From an optimization exercise on the open Yosys and OpenROAD flow, aimed at small area; shortcuts taken in it are not production practice. The RTL was checked by simulation tests, not by an equivalence proof against the original design. Power and IR drop assume default switching activity.

## before
Design ambient_light_backlight_controller, start of the top module:
module ambient_light_backlight_controller #(
   parameter int WINDOW_SIZE = 5,
   parameter int LUX_BITS    = 16
) (
   input  logic       clock,
   input  logic       reset,
   input  logic        req_valid,
   output logic        req_ready,
   input  logic        req_kind,
   input  logic [15:0] req_lux_sample,
   input  logic        req_auto_mode,
   input  logic        req_slider_valid,
   input  logic [7:0]  req_slider_level,
   output logic        rsp_valid,
   input  logic        rsp_ready,
   output logic [9:0]  rsp_backlight_level,
   output logic        rsp_level_written,
   output logic [9:0]  rsp_target_level,
   output logic [15:0] rsp_filtered_lux,
   input  logic       csr_wr_en,
   input  logic [2:0] csr_index,
   input  logic [9:0] csr_wr_data
);
clock: 10.0 ns
lec_check: 0
abc_area: 1
cap_margin: 20
core_margin: 2
core_utilization: 40
slew_margin: 20
run.sh (not shown) runs the stock make flow with config.mk's settings and CLKGATE_MAP_FILE= SYNTH_SCRIPT=/design/flow/synth_recipe.tcl, a recipe that flattens the netlist after the stock synthesis.
> inputs changed (before -> after)
# before
export LEC_CHECK = 0
export ABC_AREA = 1
export CAP_MARGIN = 20
export CORE_MARGIN = 2
export CORE_UTILIZATION = 40
export SLEW_MARGIN = 20
create_clock -name core_clock -period 10.0 [get_ports {clock}]
# after
export LEC_CHECK = 0
export ABC_AREA = 1
export CAP_MARGIN = 20
export CORE_MARGIN = 2
export CORE_UTILIZATION = 40
export CTS_BUF_LIST = sky130_fd_sc_hd__clkbuf_4
export CTS_CLUSTER_SIZE = 30
export SLEW_MARGIN = 20
create_clock -name core_clock -period 10.0 [get_ports {clock}]
Results
after vs. before: length of the first detailed-routing pass in iterations picked up an extra 1, fmax increased by about 2.4% relative to the old numbers.
before → after: power went down by 0.29 mW; area of all placed cells without fillers decreased about 1.5%; global-route track usage on met1 was more or less identical; count of clock-buffer cells in the layout has increased; setup slack now sits higher.
after vs before: average via count per standard cell down in after


Setup of run A:
ambient_light_backlight_controller, a different RTL version from the one above (not shown whole).
For scale: ~1200 cells after synthesis, ~290 flip-flops, about 84 I/O pins.
## ambient_light_backlight_controller
module ambient_light_backlight_controller #(
   parameter int WINDOW_SIZE = 5,
   parameter int LUX_BITS    = 16
) (
   input  logic       clock,
   input  logic       reset,
   input  logic        req_valid,
   output logic        req_ready,
   input  logic        req_kind,
   input  logic [15:0] req_lux_sample,
   input  logic        req_auto_mode,
   input  logic        req_slider_valid,
   input  logic [7:0]  req_slider_level,
   output logic        rsp_valid,
   input  logic        rsp_ready,
   output logic [9:0]  rsp_backlight_level,
   output logic        rsp_level_written,
   output logic [9:0]  rsp_target_level,
   output logic [15:0] rsp_filtered_lux,
   input  logic       csr_wr_en,
   input  logic [2:0] csr_index,
   input  logic [9:0] csr_wr_data
);
   typedef enum logic [4:0] {
      S_IDLE, S_SAMP, S_MEDC, S_FLOAD, S_CMP, S_EMA, S_DIVS, S_SMAP,
      S_DIV, S_OFFC, S_TGT, S_TGT2, S_GUPD, S_DIST, S_PREROT, S_RAMP, S_MSMAP,
      S_ACC
   } st_t;
   logic [7:0]  alpha_up_ff, alpha_down_ff;
   logic [9:0]  midpoint_ff;
   logic [5:0]  band_ff;
   logic [2:0]  shift_ff;
   logic [9:0]  min_ff, max_ff;
   st_t         state_ff;
   logic [3:0]  ph_ff;         
   logic [5:0]  cnt_ff;        
   logic [3:0]  pass_ff;       
   logic [4:0]  fill_ff;       
   logic        lm_ff, lmv_ff;
   logic        lsv_ff;
   logic [7:0]  lsl_ff;
   logic [7:0]  man_ff;
   logic        cv_ff;
   logic        wr_ff;
   logic        rspv_ff;
   logic [15:0] w0, w1, w2, w3, w4;
   logic [23:0] f_ff;
   logic [17:0] r_ff;
   logic [9:0]  q_ff;
   logic [10:0] off_ff;
   logic [9:0]  goal_ff;
   logic [9:0]  cur_ff;
   logic [7:0]  acc_ff;
   logic [4:0] blw_ff;
   logic [2:0] lo_idx_ff, hi_idx_ff;
   logic mcar_ff;
   logic k1, k2, k3, k4, k5, k6, k7;
   logic [1:0] d_ff;
   logic up_ff, neg_ff, lt_ff, ltm_ff, gtm_ff, nz_ff, gtc_ff, eqc_ff;
  ...
export LEC_CHECK = 0
export ABC_AREA = 1
export CAP_MARGIN = 20
export CORE_MARGIN = 2
export CORE_UTILIZATION = 40
export SLEW_MARGIN = 20
create_clock -name core_clock -period 10.0 [get_ports {clock}]
standard.sh (not shown) runs the stock make flow with config.mk's settings and CLKGATE_MAP_FILE= SYNTH_SCRIPT=/design/flow/synth_recipe.tcl, a recipe that flattens the netlist after the stock synthesis.
==> flow/flow/run.sh <==
#!/bin/bash
# The standard layout (standard.sh with synth_recipe.tcl, both unchanged),
# with three changes:
#  - ABC maps the logic for area with flow/abc_area.script (used by ORFS when
#    ABC_AREA=1) in place of ORFS's own; the registers come from dfflibmap,
#    which runs before ABC, so they are the standard synthesis's;
#  - the port buffers use the smallest buffer cell;
#  - clock tree synthesis uses clkbuf_4 leaf clusters of up to 8 sinks
#    within 50 um, without dummy loads.
# ORFS writes each step's log under orfs/logs; make's output goes to standard.log.
set -e
here=$(pwd)
rm -rf "$here/orfs_scripts"
cp -r "$FLOW_HOME/scripts" "$here/orfs_scripts"
cp "$here/flow/abc_area.script" "$here/orfs_scripts/abc_area.script"
export SCRIPTS_DIR="$here/orfs_scripts"
export BUFFER_PORTS_ARGS="-buffer_cell sky130_fd_sc_hd__buf_1"
export CTS_ARGS="-sink_clustering_enable -repair_clock_nets -dont_use_dummy_load -buf_list sky130_fd_sc_hd__clkbuf_4 -sink_clustering_size 8 -sink_clustering_max_diameter 50"
bash standard.sh > standard.log 2>&1
==> flow/flow/abc_area.script <==
strash
balance -l
resub -K 6 -l
rewrite -l
resub -K 6 -N 2 -l
refactor -l
resub -K 8 -l
balance -l
resub -K 8 -N 2 -l
rewrite -l
resub -K 10 -l
rewrite -z -l
resub -K 10 -N 2 -l
balance -l
resub -K 12 -l
refactor -z -l
resub -K 12 -N 2 -l
rewrite -z -l
balance -l
dch -f
amap -m -F 4 -A 4
topo
stime -c
No stage failed in run A, and the final checks on the layout all came back clean.
> inputs changed (run A -> run B)
# run A
export LEC_CHECK = 0
export ABC_AREA = 1
export CAP_MARGIN = 20
export CORE_MARGIN = 2
export CORE_UTILIZATION = 40
export SLEW_MARGIN = 20
create_clock -name core_clock -period 10.0 [get_ports {clock}]
# run B
export LEC_CHECK = 0
export ABC_AREA = 1
export CAP_MARGIN = 20
export CORE_MARGIN = 2
export CORE_UTILIZATION = 55
export SLEW_MARGIN = 20
create_clock -name core_clock -period 10.0 [get_ports {clock}]
Findings:
- Compared to run A, the routing of run B uses less wire.
- Of run A and run B, the lower final cell count without fillers belongs to run B.
- Taking run A as the reference, in run B post-route cell area shrank by 1.3%, final worst-path cycle share decreased 8.4 points, global-route wire length before repair now smaller.
- Total power: run B vs run A down about 1.1%
- Compared with run A, in run B HPWL after detailed placement -3.9%; filler cell count dropped 34%.
Changes in run C relative to run B:
diff --git a/flow/flow/run.sh b/flow/flow/run.sh
--- a/flow/flow/run.sh
+++ b/flow/flow/run.sh
@@ -7,4 +7,4 @@
 #  - the port buffers use the smallest buffer cell;
-#  - clock tree synthesis uses clkbuf_4 leaf clusters of up to 8 sinks
-#    within 50 um, without dummy loads.
+#  - clock tree synthesis uses clkbuf_4 leaf clusters of up to 9 sinks
+#    within 40 um, without dummy loads.
 # ORFS writes each step's log under orfs/logs; make's output goes to standard.log.
@@ -17,3 +17,3 @@
 export BUFFER_PORTS_ARGS="-buffer_cell sky130_fd_sc_hd__buf_1"
-export CTS_ARGS="-sink_clustering_enable -repair_clock_nets -dont_use_dummy_load -buf_list sky130_fd_sc_hd__clkbuf_4 -sink_clustering_size 8 -sink_clustering_max_diameter 50"
+export CTS_ARGS="-sink_clustering_enable -repair_clock_nets -dont_use_dummy_load -buf_list sky130_fd_sc_hd__clkbuf_4 -sink_clustering_size 9 -sink_clustering_max_diameter 40"
 bash standard.sh > standard.log 2>&1
### Flow results
Run B -> run C: share of cell area taken by flip-flops and latches delta 0, exact match
Of run C and run B, it is run C that has the lower clock skew.
| register share of total power | run B vs run C | ≈ equal |

[static timing again, ports no longer ideal]
The flow's constraints put no driver on any port. The routed layouts listed below were extracted and timed again, unchanged, in two steps. Step 1, drivers: a clkbuf_16 drives clock and a buf_2 each remaining input, both assumed. Step 2 also shifts input and output timing later by t, the mid clock arrival at the registers, as if the neighbouring blocks saw the same clock. Slacks: no drivers / after step 1 / after step 2; pairs: no drivers / after step 1.
| run | t (ns) | slack for setup (ns) | latest minus earliest clock arrival (ns) |
|---|---|---|---|
| before | 0.556 | 2.946 / 2.959 / 2.403 | 0.026 / 0.026 |
| after | 0.758 | 3.109 / 3.117 / 2.360 | 0.057 / 0.057 |
| run A | 0.682 | 2.235 / 2.257 / 1.575 | 0.104 / 0.104 |
| run B | 0.667 | 3.079 / 3.096 / 2.429 | 0.060 / 0.060 |
| run C | 0.669 | 3.104 / 3.123 / 2.454 | 0.040 / 0.040 |
After both steps every run listed still meets setup and hold. For after, which loses most, drivers alone change the setup slack by +0.008 ns; drivers and shift together by -0.749 ns.
